Background: an optimization exercise with open tools, aiming at small area, a short achievable clock period and few clock cycles. Do not read the settings as production practice. RTL that was checked went through simulation tests only; none was proved equivalent to the original. The RTL of runs 4 and 5 was laid out without a check of its function.

<file path="design/flow/design.v">
`default_nettype none
package store_pkg;
  localparam int unsigned BUS_NIBBLES = 16;
  localparam int unsigned BUS_BYTES   = 8;
  localparam int unsigned BUS_NB_W    = 4;
  localparam int unsigned SEQ_NIBBLES = 32;
  localparam int unsigned SEQ_NB_W    = 5;
  typedef struct packed {
    logic [SEQ_NIBBLES-1:0][3:0] nb;
    logic [SEQ_NIBBLES-1:0]      en;
  } seq_entry_t;
  typedef struct packed {
    logic [BUS_NB_W-1:0] addr_off;
    logic                is_head;
    logic [BUS_NB_W:0]   lbn;
    logic                is_last;
    logic                is_final;
  } txn_beat_t;
  typedef struct packed {
    logic [7:0] vstart;
    logic [1:0] eew;
  } meta_t;
  typedef struct packed {
    logic [4*BUS_NIBBLES-1:0] data;
    logic [BUS_BYTES-1:0]     strb;
    logic                     last;
  } w_beat_t;
  typedef struct packed {
    logic                load;
    logic [SEQ_NB_W-1:0] load_ptr;
    logic                advance;
    logic [BUS_NB_W:0]   adv_cnt;
    logic                bus_clear;
    logic                seq_clear;
  } cursor_cmd_t;
  typedef struct packed {
    logic [BUS_NB_W:0]   start;
    logic [BUS_NB_W:0]   upper;
    logic [SEQ_NB_W-1:0] seq_ptr;
  } pack_win_t;
endpackage
`default_nettype wire
`timescale 1ns/1ps
`default_nettype none
module seq_store_top (
  input  wire logic                  clk_i,
  input  wire logic                  rst_ni,
  input  wire logic                  rx_deshfu_valid_i,
  output logic                       rx_deshfu_ready_o,
  input  wire store_pkg::seq_entry_t rx_deshfu_i,
  input  wire logic                  txn_valid_i,
  output logic                       txn_ready_o,
  input  wire store_pkg::txn_beat_t  txn_i,
  input  wire logic                  meta_valid_i,
  output logic                       meta_ready_o,
  input  wire store_pkg::meta_t      meta_i,
  output logic                       axi_w_valid_o,
  input  wire logic                  axi_w_ready_i,
  output store_pkg::w_beat_t         axi_w_o
);
  logic        in_req_q;
  logic        hold_q;
  logic [4:0]  ptr_q;
  logic [15:0][3:0] hi_nb_q;
  logic [15:0]      hi_en_q;
  logic        out_valid_q;
  store_pkg::w_beat_t out_q;
  logic [4:0] lower;
  logic [4:0] upper;
  logic [4:0] cnt;
  logic [5:0] sum;
  logic       span;
  logic [4:0] rot;
  logic [4:0] meta_off;
  assign lower = txn_i.is_head ? {1'b0, txn_i.addr_off} : 5'd0;
  assign upper = txn_i.is_last ? txn_i.lbn : 5'd16;
  assign cnt   = upper - lower;
  assign sum   = {1'b0, ptr_q} + {1'b0, cnt};
  assign span  = sum > 6'd32;
  assign rot   = ptr_q - lower;
  always_comb begin
    case (meta_i.eew)
      2'd0:    meta_off = {meta_i.vstart[3:0], 1'b0};
      2'd1:    meta_off = {meta_i.vstart[2:0], 2'b0};
      2'd2:    meta_off = {meta_i.vstart[1:0], 3'b0};
      default: meta_off = {meta_i.vstart[0], 4'b0};
    endcase
  end
  logic slot_free;
  logic need_x;
  logic step;
  logic capture;
  logic take_x;
  logic fin;
  logic load_meta;
  assign slot_free = !out_valid_q || axi_w_ready_i;
  assign need_x    = !hold_q || span;
  assign fin       = txn_i.is_final;
  assign capture   = in_req_q && txn_valid_i && !hold_q && span && rx_deshfu_valid_i;
  assign step      = in_req_q && txn_valid_i && slot_free && !(!hold_q && span)
                     && (!need_x || rx_deshfu_valid_i);
  assign take_x    = capture
                     || (step && (fin ? need_x : (!hold_q && sum >= 6'd16)));
  assign load_meta = meta_valid_i && (!in_req_q || (step && fin));
  assign txn_ready_o       = step;
  assign rx_deshfu_ready_o = take_x;
  assign meta_ready_o      = !in_req_q || (step && fin);
  always_ff @(posedge clk_i or negedge rst_ni) begin
    if (!rst_ni) begin
      in_req_q <= 1'b0;
      hold_q   <= 1'b0;
      ptr_q    <= '0;
    end else begin
      if (capture) begin
        hold_q <= 1'b1;
      end else if (step) begin
        if (fin) begin
          hold_q <= 1'b0;
        end else if (hold_q) begin
          hold_q <= !sum[5];
        end else begin
          hold_q <= (sum >= 6'd16) && (sum != 6'd32);
        end
      end
      if (step && !fin) begin
        ptr_q <= sum[4:0];
      end else if (load_meta) begin
        ptr_q <= meta_off;
      end
      if (load_meta) begin
        in_req_q <= 1'b1;
      end else if (step && fin) begin
        in_req_q <= 1'b0;
      end
    end
  end
  always_ff @(posedge clk_i) begin
    if (take_x) begin
      for (int j = 0; j < 16; j++) begin
        hi_nb_q[j] <= rx_deshfu_i.nb[16+j];
      end
      hi_en_q <= rx_deshfu_i.en[31:16];
    end
  end
  logic [31:0][4:0] view;
  always_comb begin
    for (int j = 0; j < 32; j++) begin
      if (j >= 16 && hold_q) begin
        view[j] = {hi_en_q[j-16], hi_nb_q[j-16]};
      end else begin
        view[j] = {rx_deshfu_i.en[j], rx_deshfu_i.nb[j]};
      end
    end
  end
  logic [30:0][4:0] r4;
  logic [22:0][4:0] r3;
  logic [18:0][4:0] r2;
  logic [16:0][4:0] r1;
  logic [15:0][4:0] r0;
  always_comb begin
    for (int k = 0; k < 31; k++) r4[k] = rot[4] ? view[(k+16)%32] : view[k];
    for (int k = 0; k < 23; k++) r3[k] = rot[3] ? r4[k+8] : r4[k];
    for (int k = 0; k < 19; k++) r2[k] = rot[2] ? r3[k+4] : r3[k];
    for (int k = 0; k < 17; k++) r1[k] = rot[1] ? r2[k+2] : r2[k];
    for (int k = 0; k < 16; k++) r0[k] = rot[0] ? r1[k+1] : r1[k];
  end
  logic [15:0][3:0] bus_nb;
  logic [15:0]      bus_en;
  logic [7:0]       bus_strb;
  always_comb begin
    for (int i = 0; i < 16; i++) begin
      if (5'(i) >= lower && 5'(i) < upper) begin
        bus_nb[i] = r0[i][3:0];
        bus_en[i] = r0[i][4];
      end else begin
        bus_nb[i] = 4'd0;
        bus_en[i] = 1'b0;
      end
    end
    for (int k = 0; k < 8; k++) begin
      bus_strb[k] = bus_en[2*k] | bus_en[2*k+1];
    end
  end
  always_ff @(posedge clk_i or negedge rst_ni) begin
    if (!rst_ni) begin
      out_valid_q <= 1'b0;
    end else if (step) begin
      out_valid_q <= 1'b1;
    end else if (axi_w_ready_i) begin
      out_valid_q <= 1'b0;
    end
  end
  always_ff @(posedge clk_i) begin
    if (step) begin
      out_q.data <= bus_nb;
      out_q.strb <= bus_strb;
      out_q.last <= txn_i.is_last;
    end
  end
  assign axi_w_valid_o = out_valid_q;
  assign axi_w_o       = out_q;
endmodule
`default_nettype wire
</file>
<file path="design/flow/run.sh">
#!/bin/bash
# synth_recipe.tcl (not shown) runs the flow's synth.tcl, then flattens the netlist and writes it again
# the make line also repeats each setting of config.mk as NAME=value (left out here)
make -C /OpenROAD-flow-scripts/flow DESIGN_CONFIG=/design/flow/config.mk WORK_HOME=/design/flow/orfs CLKGATE_MAP_FILE= SYNTH_SCRIPT=/design/flow/synth_recipe.tcl finish
</file>
<file path="design/flow/config.mk">
export PLATFORM = sky130hd
export DESIGN_NAME = seq_store_top
export DESIGN_NICKNAME = seq_store_top
export VERILOG_FILES = /design/flow/design.v
export SDC_FILE = /design/flow/constraint.sdc
export NUM_CORES = 4
export LEC_CHECK = 0
export ABC_CLOCK_PERIOD_IN_PS = 3500
export CAP_MARGIN = 20
export CORE_MARGIN = 2
export CORE_UTILIZATION = 40
export SETUP_SLACK_MARGIN = 2.8
export SLEW_MARGIN = 20
export TNS_END_PERCENT = 100
</file>
<file path="design/flow/constraint.sdc">
create_clock -name core_clock -period 6.3 [get_ports {clk_i}]
set_input_delay 1.2600 -clock core_clock [delete_from_list [all_inputs] [get_ports {clk_i}]]
set_output_delay 1.2600 -clock core_clock [all_outputs]
set_load 0.01 [all_outputs]
</file>
==> impl_metrics.yaml, run 1 <==
yosys:
  ys.flop_type: "edfxtp_1"
  synthTopCellsByCount: "156 x mux2i_1, 153 x edfxtp_1, 115 x mux2_2"
  yosys_warnings: 33
  synth_cell_type_count: 82
  synth_largest_area_cell: "edfxtp_1"
  netlist_area_um2: 14100
  synthCells: 1345
  syn_nets: 1547
  yosys-top-cells-area: "edfxtp_1 33%, mux2i_1 11%, mux2_2 9.2%"
  synth.most_common_cell: "mux2i_1"
  seq_area_frac_synth: 0.340
  synthArstFlopShare: 0.0497
  synth_seq_cells: 161
  synth_edf_count: 153
  synth.avg_cell_area_um2: 10.5
  netlist.area_leader.share: 0.326
critical_path:
  path_common_cell: "buf_6"
  path_cells: "clkdlybuf4s15_2 -> nand2_2 -> ha_4 -> inv_2 -> ha_4 -> a21oi_2 -> o22ai_2 -> xnor2_1 -> ha_1 -> buf_6 -> xor2_4 -> nand3b_1 -> o21bai_1 -> a32o_2 -> a2111o_1 -> nand3_2 -> clkinvlp_4 -> buf_6 -> a21o_4 -> buf_6"
  required_ps: 5040
  path_class: "in -> out"
  cp_max_fo: 3
  critPathArrivalTime_ps: 4370
  critPathSlowestCell: "ha_1"
  startpoint_type: "input port"
  critPathMaxStageDelay_ps: 340
  worstSetupEndpointType: "output port"
place:
  pre_cts_ws_ps: -166
  port_buffers: 260
  routabilityCongestion: 0.945
  place_hpwl_mm: 41.5
  place_inst: 2034
  placed_cell_area_um2: 17800
grt:
  grt_pass1_vias: 13000
  grt_max_degree: 96
  grt.total_usage: 0.307
  overflow: 0
  grt_pass1_wl_mm: 83.1
  antenna_found_initial: 2
die:
  row_count: 68
  fp.dieArea_um2: 36700
  start_util: 0.407
  ios: 265
  fp.dieH_um: 192
  floorplan.die.width_um: 192
  core_area_um2: 34600
clock_tree:
  clk_pin_slew_ps: 70
  root_buffer: "clkbuf_16"
  worstSkewPairLatency_ps: 460
  cts_tree: "yes"
  cts_buffers: 17
  clk_path_buf_depth: 2
  htreeDepth: 4
  clock_sinks: 161
  hold_buffers: 0
routing:
  wl_per_cell_um: 27.8
  final_antenna_net_count: 0
  drt_wl_total_mm: 62.6
  drt_iter0_markers: 1766
  dr.pass1.iters: 6
  drc_errors: 0
  vias: 14500
  via_per_inst: 6.41
sta:
  setup_viol: 0
  setup_slack_ps: 670
  rsz0062_at_grt: "true"
  maxSlewHeadroom: 0.193
  hold_violations: 0
  drv_slew: 0
  worstMarginPinSlew_ps: 1200
  fin_crit_ps: 5630
  fmax_mhz: 178
  period_share: 0.894
  skew_ps: 12.0
layout:
  nNetsFinal: 1990
  fin_area_um2: 22500
  antenna_cells: 0
  final_core_util: 0.650
  finalNonFillerCells: 2256
  layout-drive-gt1-share: 0.415
  fill_cells: 2634
  syn_to_final_growth_pct: 59.7
run_status:
  status: "timing/DRC/antenna clean"
hold_path:
  hold_path_class: "reg -> reg"
job:
  maxCapViolCount: 0
[repair_timing]
action / in CTS / in global routing
setup endpoints to repair: 236 / 236
setup buffers: 30 / 120
gates cloned: 14 / 26
gates resized for setup: 98 / 333
pin swaps: 28 / 78
[final cells by class]
type | count | area (µm²) | share of cell area
clock inverters | 15 | 166 | 0.00740
well taps | 455 | 569 | 0.0253
clock buffers | 17 | 425 | 0.0189
flip-flops and latches | 161 | 4800 | 0.213
repair buffers | 528 | 5890 | 0.262
multi-input cells | 1060 | 10600 | 0.469
inverters | 20 | 83.8 | 0.00373
[logic make-up (layout without fill, tap and decap cells)]
kind of cell | Yosys count | in the layout | share of synthesized area
compound gates | 400 | 400 | 0.201
xor+xnor | 9 | 11 | 0.00826
fa+ha+maj | 14 | 14 | 0.0135
buf+inv | 126 | 580 | 0.0445
flops | 161 | 161 | 0.340
mux | 321 | 321 | 0.281
simple gates | 314 | 314 | 0.111
[critical path, delay by kind of cell]
family	cells	cell delay [ps]
compound gates	6	1080
buf+inv	6	710
simple gates	3	390
fa+ha+maj	3	640
xor+xnor	2	280
[flip-flops by register name, indices dropped and copies added, names as in the netlist]
| name | flops |
|---|---|
| out_q | 73 |
| hi_nb_q | 64 |
| ptr_q | 5 |
| hi_en_q | 16 |
| in_req_q | 1 |
| out_valid_q | 1 |
| hold_q | 1 |
[routing by layer]
layer,vias to the layer above,part of all wire,GRT usage
met5,-,0.00043,0
met4,4,0.051,0.101
met3,202,0.097,0.0544
met2,942,0.46,0.495
met1,7060,0.39,0.417
li1,6252,-,-
[final timing paths]
kind,slack (ps),endpoint,depth (start not counted),start
worst max-delay path,670,rx_deshfu_ready_o,20,txn_i[2]
worst min-delay path,580,out_valid_q,2,out_valid_q
worst max register to register,2500,out_q[3],10,ptr_q[2]
worst min register to register,580,out_valid_q,2,out_valid_q
max in group asynchronous,4880,hold_q,1,rst_ni
min in group asynchronous,1100,ptr_q[1],1,rst_ni
[cells in the final DEF (no fill, tap or decap), drive strengths merged, types with 14 or more instances in the layout]
master and n:
buf 254, clkdlybuf4s50 249, mux2i 156, edfxtp 153, mux2 117, a21oi 101
nand2 86, nor2 79, o21ai 57, mux4 48, nand3 36, clkbuf 35
o22ai 27, inv 26, a211oi 23, nor3 22, a21o 22, o2bb2ai 18
nor3b 16, nand2b 15, a22oi 15, o211ai 14, a22o 14
[per-stage QoR]
step,setup TNS (ps),hold slack [ps]
2_1_floorplan,-399,531
3_3_place_gp,-357,522
3_5_place_dp,-352,536
4_1_cts,0,572
5_1_grt,0,650
6_report,0,581
Testbench counts, summed over its fixed seeds: cycles 8,605.
==> run 2: changes to the inputs <==
--- a/design/flow/config.mk
+++ b/design/flow/config.mk
@@ -6,9 +6,9 @@
 export NUM_CORES = 4
 export LEC_CHECK = 0
-export ABC_CLOCK_PERIOD_IN_PS = 3500
+export ABC_CLOCK_PERIOD_IN_PS = 4000
 export CAP_MARGIN = 20
 export CORE_MARGIN = 2
 export CORE_UTILIZATION = 40
-export SETUP_SLACK_MARGIN = 2.8
+export SETUP_SLACK_MARGIN = 2.2
 export SLEW_MARGIN = 20
 export TNS_END_PERCENT = 100
==> run 2 against run 1 <==
Hold slack worse by 45 ps. Via count down 4.6%. Clock-buffer cell count up 1. Critical endpoint unchanged.
==> impl_metrics.yaml, run 2 <==
run_status:
  status: "timing/DRC/antenna clean"
die:
  ios: 265
  fp.dieH_um: 192
  floorplan.die.width_um: 192
  row_count: 68
  start_util: 0.407
  fp.dieArea_um2: 36700
  core_area_um2: 34600
job:
  maxCapViolCount: 0
sta:
  rsz0062_at_grt: "true"
  period_share: 0.889
  maxSlewHeadroom: 0.229
  setup_viol: 0
  hold_violations: 0
  worstMarginPinSlew_ps: 1150
  drv_slew: 0
  fin_crit_ps: 5600
  fmax_mhz: 178
  skew_ps: 13.1
layout:
  antenna_cells: 0
  final_core_util: 0.610
  largest-register: "out_q"
  most-common-layout-cells: "248 x clkdlybuf4s50_1, 167 x buf_4, 153 x edfxtp_1, 107 x mux2i_1, 104 x mux2_2"
  nNetsFinal: 1948
  layout-drive-gt1-share: 0.385
  fill_cells: 2830
  syn_to_final_growth_pct: 50.0
  largestRegisters: "out_q x73, hi_nb_q x64, hi_en_q x16"
  largest_register_ffs: 73
  finalNonFillerCells: 2214
  layout_commonest_cell: "clkdlybuf4s50_1"
yosys:
  synthArstFlopShare: 0.0497
  syn_nets: 1547
  synthXorXnorAreaFrac: 0.00826
  synth_top_family_by_area: "multiplexers"
  synthAdderAreaFrac: 0.0135
  netlist.area_leader.share: 0.326
  synth_edf_count: 153
  netlist_area_um2: 14100
  seq_area_frac_synth: 0.340
  synth.most_common_cell: "mux2i_1"
  synth_largest_area_cell: "edfxtp_1"
  synth.avg_cell_area_um2: 10.5
  yosys-top-cells-area: "edfxtp_1 33%, mux2i_1 11%, mux2_2 9.2%"
  yosys_warnings: 33
  synth_compound_area_frac: 0.201
  ys.flop_type: "edfxtp_1"
  synth-simple-area-share: 0.111
  synth_seq_cells: 161
  synth_cell_type_count: 82
  synthCells: 1345
  muxShareOfSynthArea: 0.281
  synthTopCellsByCount: "156 x mux2i_1, 153 x edfxtp_1, 115 x mux2_2"
clock_tree:
  clk_path_buf_depth: 2
  clock_sinks: 161
  cts_buffers: 17
  worstSkewPairLatency_ps: 460
  clk_pin_slew_ps: 70
  hold_buffers: 0
  cts_tree: "yes"
  htreeDepth: 4
  root_buffer: "clkbuf_16"
grt:
  grt.total_usage: 0.288
  antenna_found_initial: 0
  overflow: 0
  grt_pass1_wl_mm: 78.4
  grt_pass1_vias: 12700
  grt_max_degree: 148
place:
  place_hpwl_mm: 41.1
  place_inst: 2048
  routabilityCongestion: 0.943
  port_buffers: 260
hold_path:
  hold_path_class: "reg -> reg"
routing:
  drt_wl_total_mm: 56.7
  dr.pass1.iters: 5
  drt_iter0_markers: 1541
  wl_per_cell_um: 25.6
  drc_errors: 0
  via_per_inst: 6.23
  vias: 13800
  final_antenna_net_count: 0
critical_path:
  cp_max_fo: 3
  critPathArrivalTime_ps: 4340
  required_ps: 5040
  worstSetupEndpointType: "output port"
  path_class: "in -> out"
  startpoint_type: "input port"
run 2: layout make-up:
class	count	area, µm²	share of cell area
Timing Repair Buffer	488	4850	0.229
Multi-Input combinational cell	1058	10300	0.485
Clock buffer	18	429	0.0203
Tap cell	455	569	0.0269
Clock inverter	14	140	0.00663
Sequential cell	161	4800	0.227
Inverter	20	86.3	0.00409
run 2: through the flow:
step | TNS [ps] | hold slack, ps | setup WS (ps) | area, µm²
2_1_floorplan | -400 | 531 | -400 | 14300
3_3_place_gp | -454 | 526 | -187 | 17700
3_5_place_dp | -617 | 524 | -245 | 17700
4_1_cts | 0 | 540 | 574 | 18500
5_1_grt | 0 | 561 | 605 | 21100
6_report | 0 | 535 | 698 | 21100
run 2: cell families after synthesis:
| kind of cell | count (synthesis) |
|---|---|
| flops | 161 |
| fa+ha+maj | 14 |
| xor+xnor | 9 |
| compound gates | 400 |
| mux | 321 |
| buf+inv | 126 |
| simple gates | 314 |
run 2: worst max-delay path, stage by stage:
cell,delay (ps)
buf_6,70
and2_4,180
inv_6,40
nor2_4,100
nor2_2,60
ha_4,170
a21oi_2,110
o22ai_2,90
xnor2_2,210
ha_4,240
buf_6,120
xor2_2,170
nand3b_1,180
o21bai_1,110
a32o_2,260
a2111o_1,340
nand3_2,110
clkinvlp_4,120
a21o_4,260
buf_6,120
run 2: worst paths after layout:
kind | slack, ps | endpoint | depth (start not counted) | from
max in group asynchronous | 4850 | hold_q | 1 | rst_ni
max reg2reg | 2280 | hi_nb_q[28] | 13 | ptr_q[1]
min | 540 | in_req_q | 2 | in_req_q
min reg2reg | 540 | in_req_q | 2 | in_req_q
max | 700 | rx_deshfu_ready_o | 20 | txn_i[7]
min in group asynchronous | 1110 | in_req_q | 1 | rst_ni
run 2: timing repair:
| item | 4_1_cts | 5_1_grt |
|---|---|---|
| gates cloned | 2 | 8 |
| pin swaps | 16 | 94 |
| buffers inserted | 9 | 115 |
| resized for setup | 69 | 302 |
| endpoints found under the setup margin | 236 | 234 |
run 2: per-layer routing:
layer | global-route usage | vias to the layer above | part of all wire
met3 | 0.0395 | 112 | 0.075
met2 | 0.465 | 734 | 0.47
met1 | 0.387 | 6785 | 0.41
li1 | - | 6165 | -
met4 | 0.121 | 0 | 0.040
met5 | 0 | - | 0
==> run 3: changes to the inputs <==
--- a/design/flow/config.mk
+++ b/design/flow/config.mk
@@ -6,9 +6,6 @@
 export NUM_CORES = 4
 export LEC_CHECK = 0
-export ABC_CLOCK_PERIOD_IN_PS = 4000
 export CAP_MARGIN = 20
 export CORE_MARGIN = 2
 export CORE_UTILIZATION = 40
-export SETUP_SLACK_MARGIN = 2.2
 export SLEW_MARGIN = 20
-export TNS_END_PERCENT = 100
==> run 3 against run 2 <==
Cell count decreased by 7.1%. Flip-flop and latch count unchanged. Synthesized area did not move. Global-route usage fell by 0.18 points. Critical path type unchanged.
==> impl_metrics.yaml, run 3 <==
critical_path:
  startpoint_type: "input port"
  cp_max_fo: 3
  reg2reg_depth: 12
  path_class: "in -> out"
  critPathSlowestCell: "clkdlybuf4s50_1"
  reg2reg_from: "ptr_q[0]"
  worst_r2r_endpoint: "out_q[52]"
  critPathArrivalTime_ps: 4850
  path_common_cell: "ha_2"
  required_ps: 5040
  regToRegSetupSlack_ps: 2290
  worstSetupEndpointType: "output port"
  critPathMaxStageDelay_ps: 470
  path_cells: "clkdlybuf4s50_1 -> and2_1 -> ha_2 -> inv_1 -> ha_2 -> a21oi_2 -> o22ai_1 -> xnor2_1 -> ha_1 -> buf_4 -> xor2_1 -> nand3b_1 -> o21bai_1 -> a32o_2 -> a2111o_1 -> nand3_2 -> clkinvlp_4 -> a21o_4 -> clkdlybuf4s15_1"
yosys:
  synth_compound_area_frac: 0.201
  synthArstFlopShare: 0.0497
  synthXorXnorAreaFrac: 0.00826
  muxShareOfSynthArea: 0.281
  synth_seq_cells: 161
  synth.avg_cell_area_um2: 10.5
  synth_top_family_by_area: "multiplexers"
  ys.flop_type: "edfxtp_1"
  synthCells: 1345
  synth_largest_area_cell: "edfxtp_1"
  netlist.area_leader.share: 0.326
  seq_area_frac_synth: 0.340
  synthTopCellsByCount: "156 x mux2i_1, 153 x edfxtp_1, 115 x mux2_2"
  synth_cell_type_count: 82
  yosys-top-cells-area: "edfxtp_1 33%, mux2i_1 11%, mux2_2 9.2%"
  synth.most_common_cell: "mux2i_1"
  yosys_warnings: 33
  synth-simple-area-share: 0.111
  syn_nets: 1547
  netlist_area_um2: 14100
  synthAdderAreaFrac: 0.0135
  synth_edf_count: 153
die:
  fp.dieH_um: 192
  ios: 265
  floorplan.die.width_um: 192
  row_count: 68
  core_area_um2: 34600
  fp.dieArea_um2: 36700
  start_util: 0.407
sta:
  setup_viol: 0
  holdWs_ps: 538
  fmax_mhz: 164
  hold_violations: 0
  worstMarginPinSlew_ps: 968
  rsz0062_at_grt: "false"
  skew_ps: 13.7
  period_share: 0.970
  setup_slack_ps: 187
  fin_crit_ps: 6110
  maxSlewHeadroom: 0.350
  drv_slew: 0
grt:
  grt.total_usage: 0.286
  antenna_found_initial: 0
  overflow: 0
  grt_pass1_wl_mm: 78.1
  grt_pass1_vias: 12400
  grt_max_degree: 148
clock_tree:
  clk_path_buf_depth: 2
  htreeDepth: 4
  cts_tree: "yes"
  clk_pin_slew_ps: 70
  worstSkewPairLatency_ps: 460
  cts_buffers: 17
  clock_sinks: 161
  root_buffer: "clkbuf_16"
  hold_buffers: 0
routing:
  drt_iter0_markers: 1395
  vias: 13000
  drt_wl_total_mm: 52.4
  dr.pass1.iters: 5
  wl_per_cell_um: 25.5
  via_per_inst: 6.31
  final_antenna_net_count: 0
  drc_errors: 0
place:
  pre_cts_ws_ps: -224
  routabilityCongestion: 0.981
  placed_cell_area_um2: 17400
  port_buffers: 260
  place_hpwl_mm: 40.6
layout:
  largest-register: "out_q"
  multiInputGateArea_um2: 8760
  most-common-layout-cells: "255 x clkdlybuf4s50_1, 156 x mux2i_1, 153 x edfxtp_1, 115 x mux2_2, 95 x a21oi_1"
  nNetsFinal: 1790
  layout-drive-gt1-share: 0.194
  antenna_cells: 0
  largestRegisters: "out_q x73, hi_nb_q x64, hi_en_q x16"
  syn_to_final_growth_pct: 27.8
  seqCellArea_um2: 4800
  fill_cells: 3126
  final_core_util: 0.520
  largest_register_ffs: 73
  fin_area_um2: 18000
  layout_commonest_cell: "clkdlybuf4s50_1"
hold_path:
  hold_end: "out_valid_q"
  hold_path_class: "reg -> reg"
  hold_start: "out_valid_q"
  hold_depth: 2
job:
  maxCapViolCount: 0
run_status:
  status: "timing/DRC/antenna clean"
## run 3: cell counts after synthesis
No cell type changed its count.
## run 3: repair_timing
action                     CTS  global route
setup endpoints to repair    3             3
pin swaps                    3             4
resized for setup            6            12
buffers inserted             3             1
## run 3: metal layers
layer,global-route usage,vias to the layer above,part of all wire
met5,0,-,0
met4,0.0828,0,0.023
met2,0.447,677,0.46
met3,0.0404,73,0.080
li1,-,5836,-
met1,0.412,6379,0.44
## run 3: critical path, delay by kind of cell
family | cells | cell delay, ps
AND/OR/NAND/NOR | 3 | 420
adder cells (fa/ha/maj) | 3 | 670
buffers and inverters | 5 | 990
XOR/XNOR | 2 | 380
AO/OA/AOI/OAI | 6 | 1140
## run 3: logic make-up after synthesis
| family | Yosys count |
|---|---|
| AOI/OAI and AO/OA | 400 |
| muxes | 321 |
| and+or+nand+nor | 314 |
| DFF | 161 |
| buffers and inverters | 126 |
| adders and majority gates | 14 |
| xor gates and xnor gates | 9 |
## run 3: area by class of cell
class / instances / area share
timing repair buffer: 330 / 0.180
sequential: 161 / 0.266
multi-input combinational: 1058 / 0.487
tap: 455 / 0.0316
inverter: 20 / 0.00452
clock buffer: 17 / 0.0236
clock inverter: 15 / 0.00737
## run 3: how the worst max path moves through the flow
stage	startpoint	end	slack, ps	depth (start not counted)
floorplan	txn_i[7]	rx_deshfu_ready_o	-410	18
detailed placement	txn_i[7]	txn_ready_o	-220	19
global placement	txn_i[7]	rx_deshfu_ready_o	-180	20
CTS	txn_i[7]	txn_ready_o	3	20
finish	txn_i[8]	rx_deshfu_ready_o	190	19
global route	txn_i[8]	rx_deshfu_ready_o	20	19
## run 3: per-stage QoR
stage               TNS [ps]  std cells
finish                     0       2056
global placement        -455       2020
CTS                        0       2055
floorplan               -413       1345
global route               0       2056
detailed placement      -572       2020
==> run 4: changes to the inputs <==
--- a/design/flow/design.v
+++ b/design/flow/design.v
@@ -66,17 +66,21 @@
   logic        out_valid_q;
   store_pkg::w_beat_t out_q;
-  logic [4:0] lower;
-  logic [4:0] upper;
-  logic [4:0] cnt;
+  logic        tq_valid_q;
+  logic [3:0]  tq_lower_q;
+  logic [4:0]  tq_upper_q;
+  logic [4:0]  tq_cnt_q;
+  logic        tq_last_q;
+  logic        tq_final_q;
+  logic [3:0] in_lower;
+  logic [4:0] in_upper;
   logic [5:0] sum;
   logic       span;
   logic [4:0] rot;
   logic [4:0] meta_off;
-  assign lower = txn_i.is_head ? {1'b0, txn_i.addr_off} : 5'd0;
-  assign upper = txn_i.is_last ? txn_i.lbn : 5'd16;
-  assign cnt   = upper - lower;
-  assign sum   = {1'b0, ptr_q} + {1'b0, cnt};
+  assign in_lower = txn_i.is_head ? txn_i.addr_off : 4'd0;
+  assign in_upper = txn_i.is_last ? txn_i.lbn : 5'd16;
+  assign sum   = {1'b0, ptr_q} + {1'b0, tq_cnt_q};
   assign span  = sum > 6'd32;
-  assign rot   = ptr_q - lower;
+  assign rot   = ptr_q - {1'b0, tq_lower_q};
   always_comb begin
     case (meta_i.eew)
@@ -96,12 +100,12 @@
   assign slot_free = !out_valid_q || axi_w_ready_i;
   assign need_x    = !hold_q || span;
-  assign fin       = txn_i.is_final;
-  assign capture   = in_req_q && txn_valid_i && !hold_q && span && rx_deshfu_valid_i;
-  assign step      = in_req_q && txn_valid_i && slot_free && !(!hold_q && span)
+  assign fin       = tq_final_q;
+  assign capture   = in_req_q && tq_valid_q && !hold_q && span && rx_deshfu_valid_i;
+  assign step      = in_req_q && tq_valid_q && slot_free && !(!hold_q && span)
                      && (!need_x || rx_deshfu_valid_i);
   assign take_x    = capture
-                     || (step && (fin ? need_x : (!hold_q && sum >= 6'd16)));
+                     || (step && (fin ? need_x : (!hold_q && sum >= 6'd17)));
   assign load_meta = meta_valid_i && (!in_req_q || (step && fin));
-  assign txn_ready_o       = step;
+  assign txn_ready_o       = !tq_valid_q || step;
   assign rx_deshfu_ready_o = take_x;
   assign meta_ready_o      = !in_req_q || (step && fin);
@@ -120,5 +124,5 @@
           hold_q <= !sum[5];
         end else begin
-          hold_q <= (sum >= 6'd16) && (sum != 6'd32);
+          hold_q <= (sum >= 6'd17) && (sum != 6'd32);
         end
       end
@@ -135,4 +139,20 @@
     end
   end
+  always_ff @(posedge clk_i or negedge rst_ni) begin
+    if (!rst_ni) begin
+      tq_valid_q <= 1'b0;
+    end else if (txn_ready_o) begin
+      tq_valid_q <= txn_valid_i;
+    end
+  end
+  always_ff @(posedge clk_i) begin
+    if (txn_valid_i && txn_ready_o) begin
+      tq_lower_q <= in_lower;
+      tq_upper_q <= in_upper;
+      tq_cnt_q   <= in_upper - {1'b0, in_lower};
+      tq_last_q  <= txn_i.is_last;
+      tq_final_q <= txn_i.is_final;
+    end
+  end
   always_ff @(posedge clk_i) begin
     if (take_x) begin
@@ -146,5 +166,5 @@
   always_comb begin
     for (int j = 0; j < 32; j++) begin
-      if (j >= 16 && hold_q) begin
+      if (j >= 17 && hold_q) begin
         view[j] = {hi_en_q[j-16], hi_nb_q[j-16]};
       end else begin
@@ -170,5 +190,5 @@
   always_comb begin
     for (int i = 0; i < 16; i++) begin
-      if (5'(i) >= lower && 5'(i) < upper) begin
+      if (4'(i) >= tq_lower_q && 5'(i) < tq_upper_q) begin
         bus_nb[i] = r0[i][3:0];
         bus_en[i] = r0[i][4];
@@ -195,5 +215,5 @@
       out_q.data <= bus_nb;
       out_q.strb <= bus_strb;
-      out_q.last <= txn_i.is_last;
+      out_q.last <= tq_last_q;
     end
   end
--- a/design/flow/config.mk
+++ b/design/flow/config.mk
@@ -6,6 +6,9 @@
 export NUM_CORES = 4
 export LEC_CHECK = 0
+export ABC_CLOCK_PERIOD_IN_PS = 3000
 export CAP_MARGIN = 20
 export CORE_MARGIN = 2
 export CORE_UTILIZATION = 40
+export SETUP_SLACK_MARGIN = 3.3
 export SLEW_MARGIN = 20
+export TNS_END_PERCENT = 100
==> run 4 against run 3 <==
Still clean. Setup slack better by 2000 ps. Clock skew up 1.5 ps. Core utilization up 11 points. Critical path type is now reg -> out.
==> impl_metrics.yaml, run 4 <==
job:
  maxCapViolCount: 0
yosys:
  syn_nets: 1692
  yosys_warnings: 33
  synthArstFlopShare: 0.0520
  synth_seq_cells: 173
  yosys-top-cells-area: "edfxtp_1 33%, mux4_2 10%, mux2_2 6.2%"
  synth.avg_cell_area_um2: 10.0
  synth_edf_count: 164
  seq_area_frac_synth: 0.345
  synth.most_common_cell: "edfxtp_1"
  netlist.area_leader.share: 0.330
  ys.flop_type: "edfxtp_1"
  netlist_area_um2: 14900
  synth_cell_type_count: 77
  synth_largest_area_cell: "edfxtp_1"
  synthTopCellsByCount: "164 x edfxtp_1, 115 x nand2_1, 82 x mux2_2"
  synthCells: 1488
sta:
  tns_ps: 0
  setup_viol: 0
  rsz0062_at_grt: "true"
  hold_violations: 0
  fin_crit_ps: 4120
  skew_ps: 15.2
  worstMarginPinSlew_ps: 1350
  fmax_mhz: 243
  drv_slew: 0
  period_share: 0.654
  maxSlewHeadroom: 0.0938
layout:
  seqCellArea_um2: 5150
  syn_to_final_growth_pct: 53.8
  largest_register_ffs: 73
  nNetsFinal: 2083
  final_core_util: 0.625
  most-common-layout-cells: "257 x clkdlybuf4s50_1, 164 x edfxtp_1, 108 x buf_4, 100 x nand2_1, 67 x mux4_2"
  layout-drive-gt1-share: 0.362
  fill_cells: 2912
  largestRegisters: "out_q x73, hi_nb_q x60, hi_en_q x15"
  largest-register: "out_q"
  fin_area_um2: 22900
  multiInputGateArea_um2: 11200
  layout_commonest_cell: "clkdlybuf4s50_1"
hold_path:
  hold_path_class: "reg -> reg"
  hold_start: "tq_last_q"
die:
  core_area_um2: 36700
  fp.dieH_um: 197
  ios: 265
  fp.dieArea_um2: 38900
  start_util: 0.407
  floorplan.die.width_um: 197
  row_count: 70
place:
  routabilityCongestion: 0.984
  port_buffers: 260
  place_hpwl_mm: 46.2
  placed_cell_area_um2: 18100
routing:
  vias: 16100
  dr.pass1.iters: 6
  drt_iter0_markers: 2363
  drt_wl_total_mm: 69.3
  wl_per_cell_um: 29.4
  drc_errors: 0
  final_antenna_net_count: 0
  via_per_inst: 6.81
clock_tree:
  root_buffer: "clkbuf_16"
  clock_sinks: 173
  clk_path_buf_depth: 2
  worstSkewPairLatency_ps: 480
  hold_buffers: 0
  cts_buffers: 17
  clk_pin_slew_ps: 70
  htreeDepth: 4
  cts_tree: "yes"
grt:
  grt_pass1_vias: 14800
  grt_max_degree: 72
  overflow: 0
  grt.total_usage: 0.343
  antenna_found_initial: 1
  grt_pass1_wl_mm: 98.3
critical_path:
  critPathArrivalTime_ps: 2860
  path_class: "reg -> out"
  regToRegSetupSlack_ps: 2320
  startpoint_type: "flop"
  worstSetupEndpointType: "output port"
  required_ps: 5040
  cp_max_fo: 4
  startpoint: "tq_cnt_q[1]"
  reg2reg_from: "ptr_q[0]"
run_status:
  status: "timing/DRC/antenna clean"
==> run 4: cell count changes in the layout (fill, tap and decap cells not counted), moves of 28 or more <==
| cell | before | now |
|---|---|---|
| mux2i_1 | 156 | 25 |
| buf_6 | 0 | 56 |
| mux2_2 | 115 | 64 |
| buf_4 | 61 | 108 |
| a21oi_1 | 95 | 52 |
| nor3_1 | 21 | 55 |
| o211ai_1 | 14 | 43 |
| mux2i_4 | 0 | 28 |
==> run 4: worst max-delay path, cell delays in order (launching register included) <==
cell and delay (ps):
edfxtp_1 530, buf_6 180, fa_2 360, a21o_1 220
a21oi_4 160, xnor2_2 110, o21ai_2 170, maj3_2 250
nand2_4 80, o22ai_4 170, buf_2 160
==> run 4: per-layer routing <==
metal,track usage,part of all wire,up-vias
met3,0.0674,0.11,231
met1,0.484,0.41,7833
met2,0.508,0.43,1156
met5,0,0,-
li1,-,-,6850
met4,0.162,0.058,0
==> run 4: stage by stage <==
stage	cells	setup slack, ps	hold slack, ps
CTS	2306	2190	426
global placement	2131	1690	405
finish	2361	2180	427
floorplan	1488	1790	400
global route	2360	2090	434
detailed placement	2131	1670	419
==> run 4: path summary, 6_finish.rpt <==
check | depth (start not counted) | to
max | 10 | rx_deshfu_ready_o
min | 0 | out_q[0]
max reg2reg | 19 | out_q[27]
min reg2reg | 0 | out_q[0]
max in group asynchronous | 1 | hold_q
min in group asynchronous | 1 | ptr_q[3]
==> run 4: final cells by class <==
| cell class | instances | share of cell area |
|---|---|---|
| sequential | 173 | 0.225 |
| multi-input combinational | 1183 | 0.489 |
| timing repair buffer | 482 | 0.230 |
| clock inverter | 15 | 0.00758 |
| antenna | 1 | 0.000109 |
| inverter | 22 | 0.00453 |
| tap | 468 | 0.0255 |
| clock buffer | 17 | 0.0185 |
==> run 4: timing repair <==
item / 4_1_cts / 5_1_grt
gates resized for setup: 306 / 166
setup buffers: 122 / 45
setup endpoints to repair: 239 / 211
pin swaps: 83 / 87
gates cloned: 21 / 9
==> run 4: logic make-up after synthesis <==
family	count (synthesis)	synth area share
adder cells (fa/ha/maj)	17	0.0156
AO/OA/AOI/OAI	467	0.226
multiplexers	218	0.209
buffers and inverters	141	0.0402
flip-flops	173	0.345
XOR/XNOR	8	0.00470
AND/OR/NAND/NOR	464	0.159
==> run 5: changes to the inputs <==
--- a/design/flow/config.mk
+++ b/design/flow/config.mk
@@ -6,5 +6,4 @@
 export NUM_CORES = 4
 export LEC_CHECK = 0
-export ABC_CLOCK_PERIOD_IN_PS = 3000
 export CAP_MARGIN = 20
 export CORE_MARGIN = 2
==> run 5 against run 4 <==
Clock skew did not move. Register-to-register slack about the same. First-iteration DRC count unchanged. Critical path depth did not move. Clock-buffer cell count unchanged. Core utilization unchanged. Fmax unchanged. Flip-flop and latch count unchanged. Largest cell class unchanged.
==> impl_metrics.yaml, run 5 <==
run_status:
  status: "timing/DRC/antenna clean"
yosys:
  synth.avg_cell_area_um2: 10.0
  synthTopCellsByCount: "164 x edfxtp_1, 115 x nand2_1, 82 x mux2_2"
  synth_largest_area_cell: "edfxtp_1"
  syn_nets: 1692
  netlist.area_leader.share: 0.330
  ys.flop_type: "edfxtp_1"
  yosys_warnings: 33
  synth.most_common_cell: "edfxtp_1"
  synth_seq_cells: 173
  synthArstFlopShare: 0.0520
  seq_area_frac_synth: 0.345
  synthCells: 1488
  yosys-top-cells-area: "edfxtp_1 33%, mux4_2 10%, mux2_2 6.2%"
  netlist_area_um2: 14900
  synth_cell_type_count: 77
  synth_edf_count: 164
layout:
  layout_commonest_cell: "clkdlybuf4s50_1"
  layout-drive-gt1-share: 0.362
  multiInputGateArea_um2: 11200
  seqCellArea_um2: 5150
  largest-register: "out_q"
  nNetsFinal: 2083
  fill_cells: 2912
  most-common-layout-cells: "257 x clkdlybuf4s50_1, 164 x edfxtp_1, 108 x buf_4, 100 x nand2_1, 67 x mux4_2"
  largest_register_ffs: 73
  syn_to_final_growth_pct: 53.8
  fin_area_um2: 22900
  largestRegisters: "out_q x73, hi_nb_q x60, hi_en_q x15"
die:
  fp.dieArea_um2: 38900
  row_count: 70
  core_area_um2: 36700
  start_util: 0.407
  ios: 265
  floorplan.die.width_um: 197
  fp.dieH_um: 197
critical_path:
  reg2reg_depth: 19
  worstSetupEndpointType: "output port"
  path_class: "reg -> out"
  regToRegSetupSlack_ps: 2320
  startpoint: "tq_cnt_q[1]"
  critPathSlowestCell: "edfxtp_1"
  required_ps: 5040
  cp_max_fo: 4
  cp_top_family: "compound AO/OA/AOI/OAI gates"
  critPathArrivalTime_ps: 2860
  worst-path-buf-inv: 2
  critPathMaxStageDelay_ps: 530
  reg2reg_from: "ptr_q[0]"
  startpoint_type: "flop"
  worst_r2r_endpoint: "out_q[27]"
  path_depth: 10
  path_cells: "buf_6 -> fa_2 -> a21o_1 -> a21oi_4 -> xnor2_2 -> o21ai_2 -> maj3_2 -> nand2_4 -> o22ai_4 -> buf_2"
clock_tree:
  htreeDepth: 4
  clk_path_buf_depth: 2
  clock_sinks: 173
  worstSkewPairLatency_ps: 480
  root_buffer: "clkbuf_16"
  clk_pin_slew_ps: 70
  cts_buffers: 17
  cts_tree: "yes"
sta:
  rsz0062_at_grt: "true"
  tns_ps: 0
  skew_ps: 15.2
  setup_slack_ps: 2180
  fmax_mhz: 243
  hold_violations: 0
  holdWs_ps: 427
  period_share: 0.654
  setup_viol: 0
  maxSlewHeadroom: 0.0938
  worstMarginPinSlew_ps: 1350
  fin_crit_ps: 4120
  drv_slew: 0
place:
  routabilityCongestion: 0.984
  pre_cts_ws_ps: 1670
  place_hpwl_mm: 46.2
  port_buffers: 260
  placed_cell_area_um2: 18100
grt:
  grt_pass1_vias: 14800
  grt_max_degree: 72
  overflow: 0
  grt.total_usage: 0.343
  grt_pass1_wl_mm: 98.3
  antenna_found_initial: 1
hold_path:
  hold_start: "tq_last_q"
  hold_path_class: "reg -> reg"
  hold_depth: 0
  hold_end: "out_q[0]"
routing:
  drt_iter0_markers: 2363
  wl_per_cell_um: 29.4
  drt_wl_total_mm: 69.3
  via_per_inst: 6.81
  drc_errors: 0
  final_antenna_net_count: 0
  vias: 16100
  dr.pass1.iters: 6
job:
  maxCapViolCount: 0
-- run 5: cell counts in the layout (fill, tap and decap cells not counted) --
Identical to the previous run, type by type.
-- run 5: layout make-up --
class | instances | area share
clock buffers | 17 | 0.0185
diodes | 1 | 0.000109
repair buffers | 482 | 0.230
flip-flops and latches | 173 | 0.225
multi-input cells | 1183 | 0.489
inverters | 22 | 0.00453
clock inverters | 15 | 0.00758
well taps | 468 | 0.0255
-- run 5: repair_timing --
action                     4_1_cts  5_1_grt
resized for setup              306      166
setup endpoints to repair      239      211
hold buffers                     0        0
pin swaps                       83       87
buffers inserted               122       45
gates cloned                    21        9
-- run 5: worst max path at each step --
stage,endpoint,slack [ps]
finish,rx_deshfu_ready_o,2180
CTS,rx_deshfu_ready_o,2190
floorplan,rx_deshfu_ready_o,1790
global route,rx_deshfu_ready_o,2090
global placement,rx_deshfu_ready_o,1690
detailed placement,rx_deshfu_ready_o,1670
-- run 5: per-stage QoR --
stage | instances | utilization
after detailed placement | 2131 | 0.494
final | 2361 | 0.625
after CTS | 2306 | 0.589
after global placement | 2131 | 0.494
after floorplan | 1488 | -
after global routing | 2360 | 0.625
-- run 5: cell families (layout without fill, tap and decap cells) --
kind of cell | count (synthesis) | after routing | synth area share
XOR/XNOR | 8 | 8 | 0.00470
other | 0 | 1 | 0
AND/OR/NAND/NOR | 464 | 472 | 0.159
adder cells (fa/ha/maj) | 17 | 17 | 0.0156
flip-flops | 173 | 173 | 0.345
buffers and inverters | 141 | 536 | 0.0402
AO/OA/AOI/OAI | 467 | 468 | 0.226
multiplexers | 218 | 218 | 0.209
-- run 5: metal layers --
layer	routed length (µm)	global-route usage	up-vias
li1	-	-	6850
met1	28400	0.484	7833
met2	29600	0.508	1156
met3	7320	0.0674	231
met4	4010	0.162	0
met5	0	0	-

==> afterwards: timing with drivers on the ports <==
No port has a modelled driver above. Below, the same layouts with a new extraction and two added sets of constraints. Step 1, drivers: a clkbuf_16 drives clk_i and a buf_2 each remaining input, both assumed. Step 2, shift: input delay + t, output delay - t, t = (earliest + latest rising clock arrival at the registers) / 2. This alone moves slack from input paths to output paths. Slacks: no drivers / after step 1 / after step 2; pairs: no drivers / after step 1.
run | t (ns) | setup slack, ns | worst register clock-pin slew, ns | worst slew at a driven data input, ns | pins driven straight from the clock port
run 1 | 0.508 | 0.670 / 0.611 / 0.298 | 0.08 / 0.08 | 0.07 | 1
run 2 | 0.505 | 0.698 / 0.657 / 0.657 | 0.07 / 0.07 | 0.05 | 1
run 3 | 0.508 | 0.187 / 0.159 / 0.159 | 0.07 / 0.07 | 0.06 | 1
run 4 | 0.523 | 2.178 / 2.123 / 2.325 | 0.08 / 0.08 | 0.09 | 1
run 5 | 0.523 | 2.178 / 2.123 / 2.325 | 0.08 / 0.08 | 0.09 | 1
After both steps setup and hold are still met in every run listed. For run 1, which loses most, drivers alone change the setup slack by -0.059 ns; drivers and shift together by -0.372 ns.
